Background: an optimization exercise with open tools, aiming at small area, a short achievable clock period and few clock cycles per item. Do not read the settings as production practice.
Only simulation tests tie the RTL to the original design; equivalence was not proved.

==> run Z <==
==> flow/design.v (excerpt) <==
module pixel_arithmetic_gain_offset
(
    input  logic        clk,
    input  logic        rst_n,
    input  logic        psel,
    input  logic        penable,
    input  logic        pwrite,
    input  logic [3:0]  paddr,
    input  logic [31:0] pwdata,
    output logic [31:0] prdata,
    output logic        pready,
    input  logic        s_axis_tvalid,
    output logic        s_axis_tready,
    input  logic [15:0] s_axis_tdata,    
    output logic        m_axis_tvalid,
    input  logic        m_axis_tready,
    output logic [7:0]  m_axis_tdata     
);
==> flow/config.mk <==
export PLATFORM = sky130hd
export DESIGN_NAME = pixel_arithmetic_gain_offset
export DESIGN_NICKNAME = pixel_arithmetic_gain_offset
export VERILOG_FILES = /design/flow/design.v
export SDC_FILE = /design/flow/constraint.sdc
export NUM_CORES = 4
export LEC_CHECK = 0
export ABC_AREA = 1
export CAP_MARGIN = 20
export CORE_MARGIN = 2
export CORE_UTILIZATION = 55
export PLACE_DENSITY = 0.7
export SLEW_MARGIN = 65
==> flow/constraint.sdc <==
create_clock -name core_clock -period 20.0 [get_ports {clk}]
set_input_delay 4.0000 -clock core_clock [delete_from_list [all_inputs] [get_ports {clk}]]
set_output_delay 4.0000 -clock core_clock [all_outputs]
set_load 0.01 [all_outputs]
standard.sh (not shown) runs the stock make flow with config.mk's settings and CLKGATE_MAP_FILE= SYNTH_SCRIPT=/design/flow/synth_recipe.tcl, a recipe that flattens the netlist after the stock synthesis.
==> flow/flow/run.sh <==
#!/bin/bash
set -o pipefail
export BUFFER_PORTS_ARGS="-buffer_cell sky130_fd_sc_hd__buf_4"
export SETUP_SLACK_MARGIN=15.2
bash standard.sh > standard.log 2>&1
==> run R (differences from run Z) <==
--- a/flow/design.v
+++ b/flow/design.v
@@ -2741,68 +2741,62 @@
     input  logic [15:0] s_axis_tdata,    
     output logic        m_axis_tvalid,
     input  logic        m_axis_tready,
     output logic [7:0]  m_axis_tdata     
 );
     logic [31:0] gain_reg;
     logic [31:0] offset_reg;
     logic [2:0]  operation_reg;
-    logic [2:0]  wr_sel;        
+    logic        wr_en;
     logic [31:0] rd_data;
     assign pready = 1'b1;
-    always_ff @(posedge clk or negedge rst_n)
-    begin
-        if (!rst_n)
-        begin
-            wr_sel <= '0;
-        end
-        else
-        begin
-            wr_sel[0] <= psel && !penable && pwrite && (paddr[3:2] == 2'd0);
-            wr_sel[1] <= psel && !penable && pwrite && (paddr[3:2] == 2'd1);
-            wr_sel[2] <= psel && !penable && pwrite && (paddr[3:2] == 2'd2);
-        end
-    end
+    assign wr_en = psel && penable && pwrite;
     always_ff @(posedge clk or negedge rst_n)
     begin
         if (!rst_n)
         begin
             gain_reg      <= pag_pkg::GAIN_RESET;
             offset_reg    <= pag_pkg::OFFSET_RESET;
             operation_reg <= pag_pkg::OP_RESET;
         end
         else
         begin
-            if (wr_sel[0])
+            if (wr_en && (paddr[3:2] == 2'd0))
             begin
                 gain_reg <= pwdata;
             end
-            if (wr_sel[1])
+            if (wr_en && (paddr[3:2] == 2'd1))
             begin
                 offset_reg <= pwdata;
             end
-            if (wr_sel[2])
+            if (wr_en && (paddr[3:2] == 2'd2))
             begin
                 operation_reg <= pwdata[2:0];
             end
         end
     end
     logic [15:0] g_one, g_two, g_neg;
+    always_comb
+    begin
+        for (int j = 0; j < 16; j++)
+        begin
+            g_neg[j] = gain_reg[2*j+1];
+        end
+    end
     always_ff @(posedge clk)
     begin
         for (int j = 0; j < 16; j++)
         begin
             logic b2, b1, b0;
             b2 = gain_reg[2*j+1];
             b1 = gain_reg[2*j];
             b0 = (j > 0) ? gain_reg[2*j-1] : 1'b0;
             g_one[j] <= b1 ^ b0;
             g_two[j] <= (b2 & !b1 & !b0) | (!b2 & b1 & b0);
-            g_neg[j] <= b2;
         end
     end
     always_comb
     begin
         case (paddr[3:2])
             2'd0:    rd_data = gain_reg;
             2'd1:    rd_data = offset_reg;
             2'd2:    rd_data = {29'd0, operation_reg};
@@ -2813,17 +2807,17 @@
     begin
         prdata <= rd_data;
     end
     logic adv;           
     logic v0, v1, v2, v3;
     logic out_v, skid_v;
     logic [7:0] out_d, skid_d;
     logic [7:0] pix;
-    logic adv_q, busy_q;
+    logic adv_q, busy_q, out_e;
     assign adv           = adv_q;
     assign skid_v        = !adv_q;
     assign s_axis_tready = !busy_q;
     always_ff @(posedge clk or negedge rst_n)
     begin
         if (!rst_n)
         begin
             v0 <= 1'b0;
@@ -2839,51 +2833,60 @@
             v3 <= v2;
         end
     end
     always_ff @(posedge clk or negedge rst_n)
     begin
         if (!rst_n)
         begin
             out_v  <= 1'b0;
+            out_e  <= 1'b1;
             adv_q  <= 1'b1;
             busy_q <= 1'b0;
         end
         else if (skid_v)
         begin
             if (m_axis_tready)
             begin
                 adv_q  <= 1'b1;
                 busy_q <= 1'b0;
             end
         end
-        else if (!out_v || m_axis_tready)
+        else if (out_e || m_axis_tready)
         begin
             out_v <= v3;
+            out_e <= !v3;
         end
         else if (v3)
         begin
             adv_q  <= 1'b0;
             busy_q <= 1'b1;
         end
     end
-    always_ff @(posedge clk)
+    always_ff @(posedge clk or negedge rst_n)
     begin
-        if (skid_v)
+        if (!rst_n)
+        begin
+            out_d <= '0;
+        end
+        else if (skid_v)
         begin
             if (m_axis_tready)
             begin
                 out_d <= skid_d;
             end
         end
-        else if (!out_v || m_axis_tready)
+        else if (out_e || m_axis_tready)
         begin
             out_d <= pix;
         end
-        else
+    end
+    always_ff @(posedge clk)
+    begin
+        if (!skid_v && !out_e && !m_axis_tready)
         begin
             skid_d <= pix;
         end
     end
     assign m_axis_tvalid = out_v;
     assign m_axis_tdata  = out_d;
     logic [7:0] a0, b0;
     logic [2:0] op0;
==> flow/flow/run.sh (replaced) <==
#!/bin/bash
set -o pipefail
export BUFFER_PORTS_ARGS="-buffer_cell sky130_fd_sc_hd__buf_4"
export SETUP_SLACK_MARGIN=15.0
export CTS_ARGS="-sink_clustering_enable -repair_clock_nets -dont_use_dummy_load"
bash standard.sh > standard.log 2>&1
==> flow/config.mk (replaced) <==
export PLATFORM = sky130hd
export DESIGN_NAME = pixel_arithmetic_gain_offset
export DESIGN_NICKNAME = pixel_arithmetic_gain_offset
export VERILOG_FILES = /design/flow/design.v
export SDC_FILE = /design/flow/constraint.sdc
export NUM_CORES = 4
export LEC_CHECK = 0
export ABC_AREA = 1
export CAP_MARGIN = 20
export CORE_MARGIN = 2
export CORE_UTILIZATION = 50
export PLACE_DENSITY = 0.68
export SLEW_MARGIN = 20
==> run A (differences from run Z) <==
--- a/flow/design.v
+++ b/flow/design.v
@@ -2741,68 +2741,62 @@
     input  logic [15:0] s_axis_tdata,    
     output logic        m_axis_tvalid,
     input  logic        m_axis_tready,
     output logic [7:0]  m_axis_tdata     
 );
     logic [31:0] gain_reg;
     logic [31:0] offset_reg;
     logic [2:0]  operation_reg;
-    logic [2:0]  wr_sel;        
+    logic        wr_en;
     logic [31:0] rd_data;
     assign pready = 1'b1;
-    always_ff @(posedge clk or negedge rst_n)
-    begin
-        if (!rst_n)
-        begin
-            wr_sel <= '0;
-        end
-        else
-        begin
-            wr_sel[0] <= psel && !penable && pwrite && (paddr[3:2] == 2'd0);
-            wr_sel[1] <= psel && !penable && pwrite && (paddr[3:2] == 2'd1);
-            wr_sel[2] <= psel && !penable && pwrite && (paddr[3:2] == 2'd2);
-        end
-    end
+    assign wr_en = psel && penable && pwrite;
     always_ff @(posedge clk or negedge rst_n)
     begin
         if (!rst_n)
         begin
             gain_reg      <= pag_pkg::GAIN_RESET;
             offset_reg    <= pag_pkg::OFFSET_RESET;
             operation_reg <= pag_pkg::OP_RESET;
         end
         else
         begin
-            if (wr_sel[0])
+            if (wr_en && (paddr[3:2] == 2'd0))
             begin
                 gain_reg <= pwdata;
             end
-            if (wr_sel[1])
+            if (wr_en && (paddr[3:2] == 2'd1))
             begin
                 offset_reg <= pwdata;
             end
-            if (wr_sel[2])
+            if (wr_en && (paddr[3:2] == 2'd2))
             begin
                 operation_reg <= pwdata[2:0];
             end
         end
     end
     logic [15:0] g_one, g_two, g_neg;
+    always_comb
+    begin
+        for (int j = 0; j < 16; j++)
+        begin
+            g_neg[j] = gain_reg[2*j+1];
+        end
+    end
     always_ff @(posedge clk)
     begin
         for (int j = 0; j < 16; j++)
         begin
             logic b2, b1, b0;
             b2 = gain_reg[2*j+1];
             b1 = gain_reg[2*j];
             b0 = (j > 0) ? gain_reg[2*j-1] : 1'b0;
             g_one[j] <= b1 ^ b0;
             g_two[j] <= (b2 & !b1 & !b0) | (!b2 & b1 & b0);
-            g_neg[j] <= b2;
         end
     end
     always_comb
     begin
         case (paddr[3:2])
             2'd0:    rd_data = gain_reg;
             2'd1:    rd_data = offset_reg;
             2'd2:    rd_data = {29'd0, operation_reg};
@@ -2813,17 +2807,17 @@
     begin
         prdata <= rd_data;
     end
     logic adv;           
     logic v0, v1, v2, v3;
     logic out_v, skid_v;
     logic [7:0] out_d, skid_d;
     logic [7:0] pix;
-    logic adv_q, busy_q;
+    logic adv_q, busy_q, out_e;
     assign adv           = adv_q;
     assign skid_v        = !adv_q;
     assign s_axis_tready = !busy_q;
     always_ff @(posedge clk or negedge rst_n)
     begin
         if (!rst_n)
         begin
             v0 <= 1'b0;
@@ -2839,51 +2833,60 @@
             v3 <= v2;
         end
     end
     always_ff @(posedge clk or negedge rst_n)
     begin
         if (!rst_n)
         begin
             out_v  <= 1'b0;
+            out_e  <= 1'b1;
             adv_q  <= 1'b1;
             busy_q <= 1'b0;
         end
         else if (skid_v)
         begin
             if (m_axis_tready)
             begin
                 adv_q  <= 1'b1;
                 busy_q <= 1'b0;
             end
         end
-        else if (!out_v || m_axis_tready)
+        else if (out_e || m_axis_tready)
         begin
             out_v <= v3;
+            out_e <= !v3;
         end
         else if (v3)
         begin
             adv_q  <= 1'b0;
             busy_q <= 1'b1;
         end
     end
-    always_ff @(posedge clk)
+    always_ff @(posedge clk or negedge rst_n)
     begin
-        if (skid_v)
+        if (!rst_n)
+        begin
+            out_d <= '0;
+        end
+        else if (skid_v)
         begin
             if (m_axis_tready)
             begin
                 out_d <= skid_d;
             end
         end
-        else if (!out_v || m_axis_tready)
+        else if (out_e || m_axis_tready)
         begin
             out_d <= pix;
         end
-        else
+    end
+    always_ff @(posedge clk)
+    begin
+        if (!skid_v && !out_e && !m_axis_tready)
         begin
             skid_d <= pix;
         end
     end
     assign m_axis_tvalid = out_v;
     assign m_axis_tdata  = out_d;
     logic [7:0] a0, b0;
     logic [2:0] op0;
==> flow/flow/run.sh (replaced) <==
#!/bin/bash
set -o pipefail
export BUFFER_PORTS_ARGS="-buffer_cell sky130_fd_sc_hd__buf_4"
export SETUP_SLACK_MARGIN=15.2
export CTS_ARGS="-sink_clustering_enable -repair_clock_nets -dont_use_dummy_load"
bash standard.sh > standard.log 2>&1
==> flow/config.mk (replaced) <==
export PLATFORM = sky130hd
export DESIGN_NAME = pixel_arithmetic_gain_offset
export DESIGN_NICKNAME = pixel_arithmetic_gain_offset
export VERILOG_FILES = /design/flow/design.v
export SDC_FILE = /design/flow/constraint.sdc
export NUM_CORES = 4
export LEC_CHECK = 0
export ABC_AREA = 1
export CAP_MARGIN = 20
export CORE_MARGIN = 2
export CORE_UTILIZATION = 45
export PLACE_DENSITY = 0.65
export SLEW_MARGIN = 20
==> qor summary <==
Fraction of registers with async set/reset: run R 0.2427; run A 0.2427; run Z 0.2139
GR met2 Demand/Resource: run R 0.6749; run A 0.6350; run Z 0.6711
Average detailed-routed wire length per instance: run R 30.14 µm; run A 30.33 µm; run Z 30.11 µm
Non-clock inverter instance count of the final layout: run R 1,124; run A 1,125; run Z 1,126
Overall die height: run R 311.2 µm; run A 327.8 µm; run Z 297.6 µm
Sum of net half-perimeters after detailed placement: run R 156,800 µm; run A 162,600 µm; run Z 154,000 µm
Chip Width: run R 311.2 µm; run A 327.8 µm; run Z 297.6 µm
WL final: run R 218,100 µm; run A 223,900 µm; run Z 214,900 µm
Final critical path time including I/O delays and setup: run R 5179 ps; run A 5160 ps; run Z 5160 ps
Clock network area share: run R 0.02112; run A 0.02078; run Z 0.02899
Sequential cell count: run R 342; run A 342; run Z 360
Synth-to-Final Area Change: run R 8.010%; run A 9.784%; run Z 10.33%
Fraction of the core area covered by cells at the end of the flow: run R 0.5451; run A 0.4990; run Z 0.6135
Slew headroom: run R 0.1321; run A 0.2201; run Z 0.5876
Outcome: run R finished clean; run A finished clean; run Z finished clean
Arrival @ worst endpoint: run R 1180 ps; run A 1160 ps; run Z 1160 ps
Fraction of final layout cells sized beyond drive strength 1: run R 0.08109; run A 0.09459; run Z 0.1042
Launch point of the worst path: run R prdata[19]; run A prdata[26]; run Z out_v
Non-clock buffer share: run R 0.04560; run A 0.04875; run Z 0.04783
Register-to-register path setup slack: run R 14,990 ps; run A 15,090 ps; run Z 15,230 ps
Testbench counts of run Z, summed over its fixed seeds: cycles 25,056, items 24,576.
Testbench counts of run R, summed over its fixed seeds: cycles 25,056, items 24,576.
Testbench counts of run A, summed over its fixed seeds: cycles 25,056, items 24,576.

-- port drivers added, routing unchanged --
In the flow no input, the clock included, has a driving cell. The finished layouts below were timed again as built, in two steps.
Step 1, drivers: a clkbuf_16 drives clk and a buf_2 each remaining input, both assumed.
Step 2 times the ports against the registers' clock, not the clock port: input delays grow and output delays shrink by t, the midpoint of the rising clock arrivals with the driver on.
a / b / c = ideal ports / drivers / drivers and shift; a / b = the first two.
run	t (ns)	setup WS [ns]	hold slack, ns	worst slew at a driven data input, ns
run Z	0.688	14.840 / 14.771 / 14.712	0.370 / 0.370 / 0.370	0.13
run R	0.671	14.821 / 14.747 / 14.339	0.452 / 0.452 / 0.452	0.07
run A	0.674	14.840 / 14.765 / 14.572	0.403 / 0.403 / 0.403	0.18
After both steps every run listed still meets setup and hold. The setup slack of run R, which loses most, moves by -0.074 ns with the drivers and by -0.482 ns with both steps.
